From an optimization exercise on the open Yosys and OpenROAD flow, aimed at small area, a short achievable clock period and few clock cycles; shortcuts taken in it are not production practice. RTL that was checked went through simulation tests only; none was proved equivalent to the original. Power figures rest on the tool's default switching activity, not on a simulated workload.

== P ==
// cab_bridge_top
module cab_bridge_top (
  input  logic        clk,
  input  logic        rst_n,
  input  logic [31:0] maddr,
  input  logic [63:0] mwdata,
  input  logic [1:0]  mwr,
  input  logic [1:0]  mreq,
  output logic [1:0]  mrdy,
  output logic [1:0]  mdn,
  output logic [63:0] mrdata,
  input  logic [1:0]  srdy,
  input  logic [1:0]  sack,
  input  logic [31:0] sackdata,
  output logic [1:0]  sreq,
  output logic [31:0] sreqdata
);
  cab_bridge u_bridge (.*);
endmodule
==> flow/config.mk <==
export PLATFORM = sky130hd
export DESIGN_NAME = cab_bridge_top
export DESIGN_NICKNAME = cab_bridge_top
export VERILOG_FILES = /design/flow/design.v
export SDC_FILE = /design/flow/constraint.sdc
export NUM_CORES = 4
export LEC_CHECK = 0
export CAP_MARGIN = 20
export CORE_MARGIN = 2
export CORE_UTILIZATION = 75
export SETUP_SLACK_MARGIN = 3.7
export SLEW_MARGIN = 20
==> flow/constraint.sdc <==
create_clock -name core_clock -period 7.0 [get_ports {clk}]
set_input_delay 1.4000 -clock core_clock [delete_from_list [all_inputs] [get_ports {clk}]]
set_output_delay 1.4000 -clock core_clock [all_outputs]
set_load 0.01 [all_outputs]
standard.sh (not shown) runs the stock make flow with config.mk's settings and CLKGATE_MAP_FILE= SYNTH_SCRIPT=/design/flow/synth_recipe.tcl, a recipe that flattens the netlist after the stock synthesis.
==> flow/flow/run.sh <==
#!/bin/bash
# standard layout, with plain buffers on the ports instead of the delay cells
# buffer_ports picks, and a clock tree without dummy loads
set -euo pipefail
bash standard.sh "BUFFER_PORTS_ARGS=-buffer_cell sky130_fd_sc_hd__buf_1" \
  "CTS_ARGS=-sink_clustering_enable -repair_clock_nets -dont_use_dummy_load -sink_clustering_size 30 -buf_list sky130_fd_sc_hd__clkbuf_8 -root_buf sky130_fd_sc_hd__clkbuf_16" \
  finish > standard.log 2>&1
Testbench counts of P, summed over its fixed seeds: cycles 37,465.
diff inputs: P => Q
diff --git a/flow/design.v b/flow/design.v
--- a/flow/design.v
+++ b/flow/design.v
@@ -71,23 +71,23 @@
   logic [9:0]  a_ofs;
   logic [31:0] a_wd;
   logic [1:0]  push;
   logic        o_push;
   logic        w_push;
   logic        acc;
   logic [1:0]  xfer;
   logic [1:0]  lastw;
   for (genvar m = 0; m < 2; m++) begin : g_lane
     assign l_map[m] = maddr[m*16 + 13 +: 3] == 3'b000;
     assign l_sl[m] = maddr[m*16 + 12];
-    assign rdy_l[m] = (l_sl[m] ? ok_q[1] : ok_q[0]) && !(mwr[m] && wbv);
+    assign rdy_l[m] = l_sl[m] ? ok_q[1] : ok_q[0];
     assign l_acc[m] = mreq[m] && rdy_l[m] && l_map[m];
   end
   assign mrdy = rdy_l;
   assign acc = (mreq[0] && rdy_l[0]) || (mreq[1] && rdy_l[1]);
   assign push[0] = (l_acc[0] && !l_sl[0]) || (l_acc[1] && !l_sl[1]);
   assign push[1] = (l_acc[0] && l_sl[0]) || (l_acc[1] && l_sl[1]);
   assign o_push = l_acc[0] || l_acc[1];
   assign w_push = (l_acc[0] && mwr[0]) || (l_acc[1] && mwr[1]);
   assign m1 = mreq[1];
   assign a_wr = (mreq[0] && mwr[0]) || (mreq[1] && mwr[1]);
   assign a_ofs = ({10{mreq[0]}} & maddr[11:2]) | ({10{mreq[1]}} & maddr[27:18]);
@@ -194,23 +194,23 @@
       ans <= ans_nx;
       r_rp <= r_rp_nx;
       for (int s = 0; s < 2; s++) begin
         wd_cnt[s] <= wd_nx[s];
         rd_out[s] <= rd_out_nx[s];
         rcnt[s] <= rcnt_nx[s];
         if (sack[s]) hsel[s] <= !hsel[s];
         if (rpush[s] && SLOTS > 1) r_wp[s] <= !r_wp[s];
         for (int k = 0; k < SLOTS; k++) begin
           sel[s][k] <= nh_rd[s] && rc_nz_nx[s] && r_rp_nx[s] == k[0];
         end
-        ok_q[s] <= !hv_nx[s] && !o_full_nx;
+        ok_q[s] <= !hv_nx[s] && !o_full_nx && !wbv_nx;
       end
     end
   end
   always_ff @(posedge clk) begin
     for (int i = 0; i < O_DEPTH; i++) begin
       if (o_push && OC'(i) == o_base) begin
         o_mem[i] <= {push[1], a_wr};
       end else if (ans && i < O_DEPTH - 1) begin
         o_mem[i] <= o_mem[i + 1];
       end
     end
[summary]
The final reports for Q and P show fmax higher in the former. Number of non-filler instances in the completed layout ended up 4.3% higher on Q than on P. Taking P as the reference, in Q total power after layout went up by 4.8%, die boundary height rose 1.7%. Worst hold slack across all endpoints in Q is 0.0075 ns above P. Side by side, share of power burned in registers turned out lower in Q than in P. From P to Q the numbers moved as follows: amount of wire on met3 after detailed routing +24%; design area +about 1.4%; worst endpoint data arrival time -0.03 ns. Between P and Q, the difference in mux share of post-synthesis cell area is negligible. P → Q: slack of the critical path saw an increase, worst-case clock skew flat.
The RTL of Q was laid out without a check of its function.

---

cab_bridge_top, a different RTL version from the one above (not shown whole).
Size: ~650 cells after synthesis, roughly 170 flip-flops, about 8100 µm² of cells after synthesis.
Settings: LEC_CHECK=0, CAP_MARGIN=20, CORE_MARGIN=2, CORE_UTILIZATION=65, SETUP_SLACK_MARGIN=3.5, SLEW_MARGIN=20; clock period 7.0 ns.
==> flow/flow/run.sh <==
#!/bin/bash
# standard layout, with plain buffers on the ports instead of the delay cells
# buffer_ports picks, and a clock tree without dummy loads
set -euo pipefail
bash standard.sh "BUFFER_PORTS_ARGS=-buffer_cell sky130_fd_sc_hd__buf_2" \
  "CTS_ARGS=-sink_clustering_enable -repair_clock_nets -dont_use_dummy_load -sink_clustering_size 30 -buf_list sky130_fd_sc_hd__clkbuf_8 -root_buf sky130_fd_sc_hd__clkbuf_16" \
  finish > standard.log 2>&1
The baseline completed with no timing, DRC or antenna violations.
Then changed:
--- a/flow/design.v
+++ b/flow/design.v
@@ -20,21 +20,20 @@
   localparam int CAB_WINDOW = 4096;
   localparam int HDR_OFS_LSB = 2;
   localparam int DEFAULT_TIMEOUT = 250000;
 endpackage
 `timescale 1ns/1ns
 module cab_bridge #(
   parameter int O_DEPTH = 6,        
   parameter int SLOTS = 1,          
   parameter int POPR = 0,           
   parameter int POPW = 0,           
-  parameter int RBLK = 0,           
   parameter int TIMEOUT_CYCLES = 64
 ) (
   input  logic        clk,
   input  logic        rst_n,
   input  logic [31:0] maddr,
   input  logic [63:0] mwdata,
   input  logic [1:0]  mwr,
   input  logic [1:0]  mreq,
   output logic [1:0]  mrdy,
   output logic [1:0]  mdn,
@@ -79,39 +78,39 @@
   logic        a_wr;
   logic [9:0]  a_ofs;
   logic [31:0] a_wd;
   logic [1:0]  push;
   logic        o_push;
   logic        w_push;
   logic        acc;
   logic [1:0]  xfer;
   logic [1:0]  lastw;
   for (genvar s = 0; s < 2; s++) begin : g_ok
-    assign okr[s] = RBLK ? okw[s] : ok_q[s] || (POPR && srdy[s] && lst_q[s]);
+    assign okr[s] = ok_q[s] || (POPR && srdy[s] && lst_q[s]);
     assign okw[s] = okw_q[s] || (POPW && ((srdy[1-s] && okwo_q[s]) || (srdy[s] && lstw_q[s])));
   end
   for (genvar m = 0; m < 2; m++) begin : g_lane
     assign l_map[m] = maddr[m*16 + 13 +: 3] == 3'b000;
     assign l_sl[m] = maddr[m*16 + 12];
     assign rdy_l[m] = l_sl[m] ? (mwr[m] ? okw[1] : okr[1]) : (mwr[m] ? okw[0] : okr[0]);
     assign l_acc[m] = mreq[m] && rdy_l[m] && l_map[m];
   end
   assign mrdy = rdy_l;
   assign acc = (mreq[0] && rdy_l[0]) || (mreq[1] && rdy_l[1]);
   assign push[0] = (l_acc[0] && !l_sl[0]) || (l_acc[1] && !l_sl[1]);
   assign push[1] = (l_acc[0] && l_sl[0]) || (l_acc[1] && l_sl[1]);
   assign o_push = l_acc[0] || l_acc[1];
   assign w_push = (l_acc[0] && mwr[0]) || (l_acc[1] && mwr[1]);
   assign m1 = mreq[1];
-  assign a_wr = (mreq[0] && mwr[0]) || (mreq[1] && mwr[1]);
-  assign a_ofs = ({10{mreq[0]}} & maddr[11:2]) | ({10{mreq[1]}} & maddr[27:18]);
-  assign a_wd = ({32{mreq[0]}} & mwdata[31:0]) | ({32{mreq[1]}} & mwdata[63:32]);
+  assign a_wr = m1 ? mwr[1] : mwr[0];
+  assign a_ofs = m1 ? maddr[27:18] : maddr[11:2];
+  assign a_wd = m1 ? mwdata[63:32] : mwdata[31:0];
   for (genvar s = 0; s < 2; s++) begin : g_x
     assign xfer[s] = srdy[s] && cs[s];
     assign lastw[s] = !hw[s] || p2[s];
   end
   logic          hd_s, hd_w;        
   logic          nh_s, nh_w;        
   logic [OC-1:0] o_base, o_inc;     
   logic          o_left;            
   logic          o_full_nx;
   logic          h_wait;
@@ -153,21 +152,21 @@
     assign wd_nz_nx[s] = wr_sent[s] || wd_base != '0;
     assign rd_base = rpop[s] ? rd_out[s] - 1'b1 : rd_out[s];
     assign rd_inc = rpop[s] ? rd_out[s] : rd_out[s] + 1'b1;
     assign rd_out_nx[s] = rd_sent[s] ? rd_inc : rd_base;
     assign rd_nz_nx[s] = rd_sent[s] || rd_base != '0;
     assign rd_room_nx[s] = rd_sent[s] ?
         (rd_inc < 2'(SLOTS) || (rd_inc == 2'(SLOTS) && nh_rd[s])) :
         (rd_base < 2'(SLOTS) || (rd_base == 2'(SLOTS) && nh_rd[s]));
     assign rc_base = rtake[s] ? rcnt[s] - 1'b1 : rcnt[s];
     assign rc_inc = rtake[s] ? rcnt[s] : rcnt[s] + 1'b1;
-    assign rcnt_nx[s] = (SLOTS > 1) ? (rpush[s] ? rc_inc : rc_base) : {1'b0, rpush[s] || rc_base[0]};
+    assign rcnt_nx[s] = rpush[s] ? rc_inc : rc_base;
     assign rc_nz_nx[s] = rpush[s] || rc_base != '0;
     assign r_rp_nx[s] = (SLOTS > 1) && (r_rp[s] ^ rtake[s]);
     assign hv_nx[s] = push[s] || (hv[s] && !(xfer[s] && lastw[s]));
     assign hw_nx[s] = push[s] ? a_wr : hw[s];
     assign p1_nx[s] = push[s] ? 1'b0 : xfer[s] ? (hw[s] && !p1[s] && !p2[s]) : p1[s];
     assign p2_nx[s] = push[s] ? 1'b0 : xfer[s] ? p1[s] : p2[s];
     assign cs_nx[s] = hv_nx[s] && (hw_nx[s] || rd_room_nx[s]);
   end
   assign h_wait = o_cnt != '0 && !hd_w && rd_out[hd_s] != '0 && rcnt[hd_s] == '0;
   assign t_hit_nx = h_wait && !ans && t_cnt == CNT_W'(TIMEOUT_CYCLES - 2);
After rerunning: Via count climbs by 1.8%. Utilization drops by 0.99 points. Die area climbs by 4.0%. Power climbs by 8.3%. Fmax drops by 0.33%. Worst setup slack got worse by 0.012 ns. Final area climbs by 3.3%. Global-route usage climbs by 0.83 points. Wire length climbs by 4.7%. Hold slack improved by 0.0040 ns. Clock skew drops by 0.0062 ns. Area after synthesis climbs by 4.2%. Final cell count climbs by 3.0%. Clock power climbs by about 2%.
No run of this note included a check of the RTL's function; only the layout flow was run.

[re-timing with driven ports]
No port has a modelled driver above. Below, the same layouts with a new extraction and two added sets of constraints. Step 1, drivers: a clkbuf_16 drives clk and a buf_2 each remaining input, both assumed. Step 2 adds t to the input delays and takes it off the output delays; t is the mean of the earliest and latest rising clock arrival at the registers after step 1. Input paths then give back, and output paths get back, about the clock's delay inside the block. Three values: ideal ports, drivers, drivers and shift; two values: the first two.
| run | shift t [ns] | setup WS [ns] | worst setup path at the end | pins driven straight from the clock port |
|---|---|---|---|---|
| P | 0.393 | 3.632 / 3.594 / 3.302 | input to register | 1 |
| Q | 0.400 | 3.656 / 3.616 / 3.438 | input to register | 1 |
| the first run of note 2 | 0.405 | 3.459 / 3.403 / 3.238 | input to register | 1 |
| the second run of note 2 | 0.401 | 3.448 / 3.397 / 3.313 | input to register | 1 |
After both steps setup and hold are still met in every run listed. The setup slack of P, which loses most, moves by -0.038 ns with the drivers and by -0.330 ns with both steps.
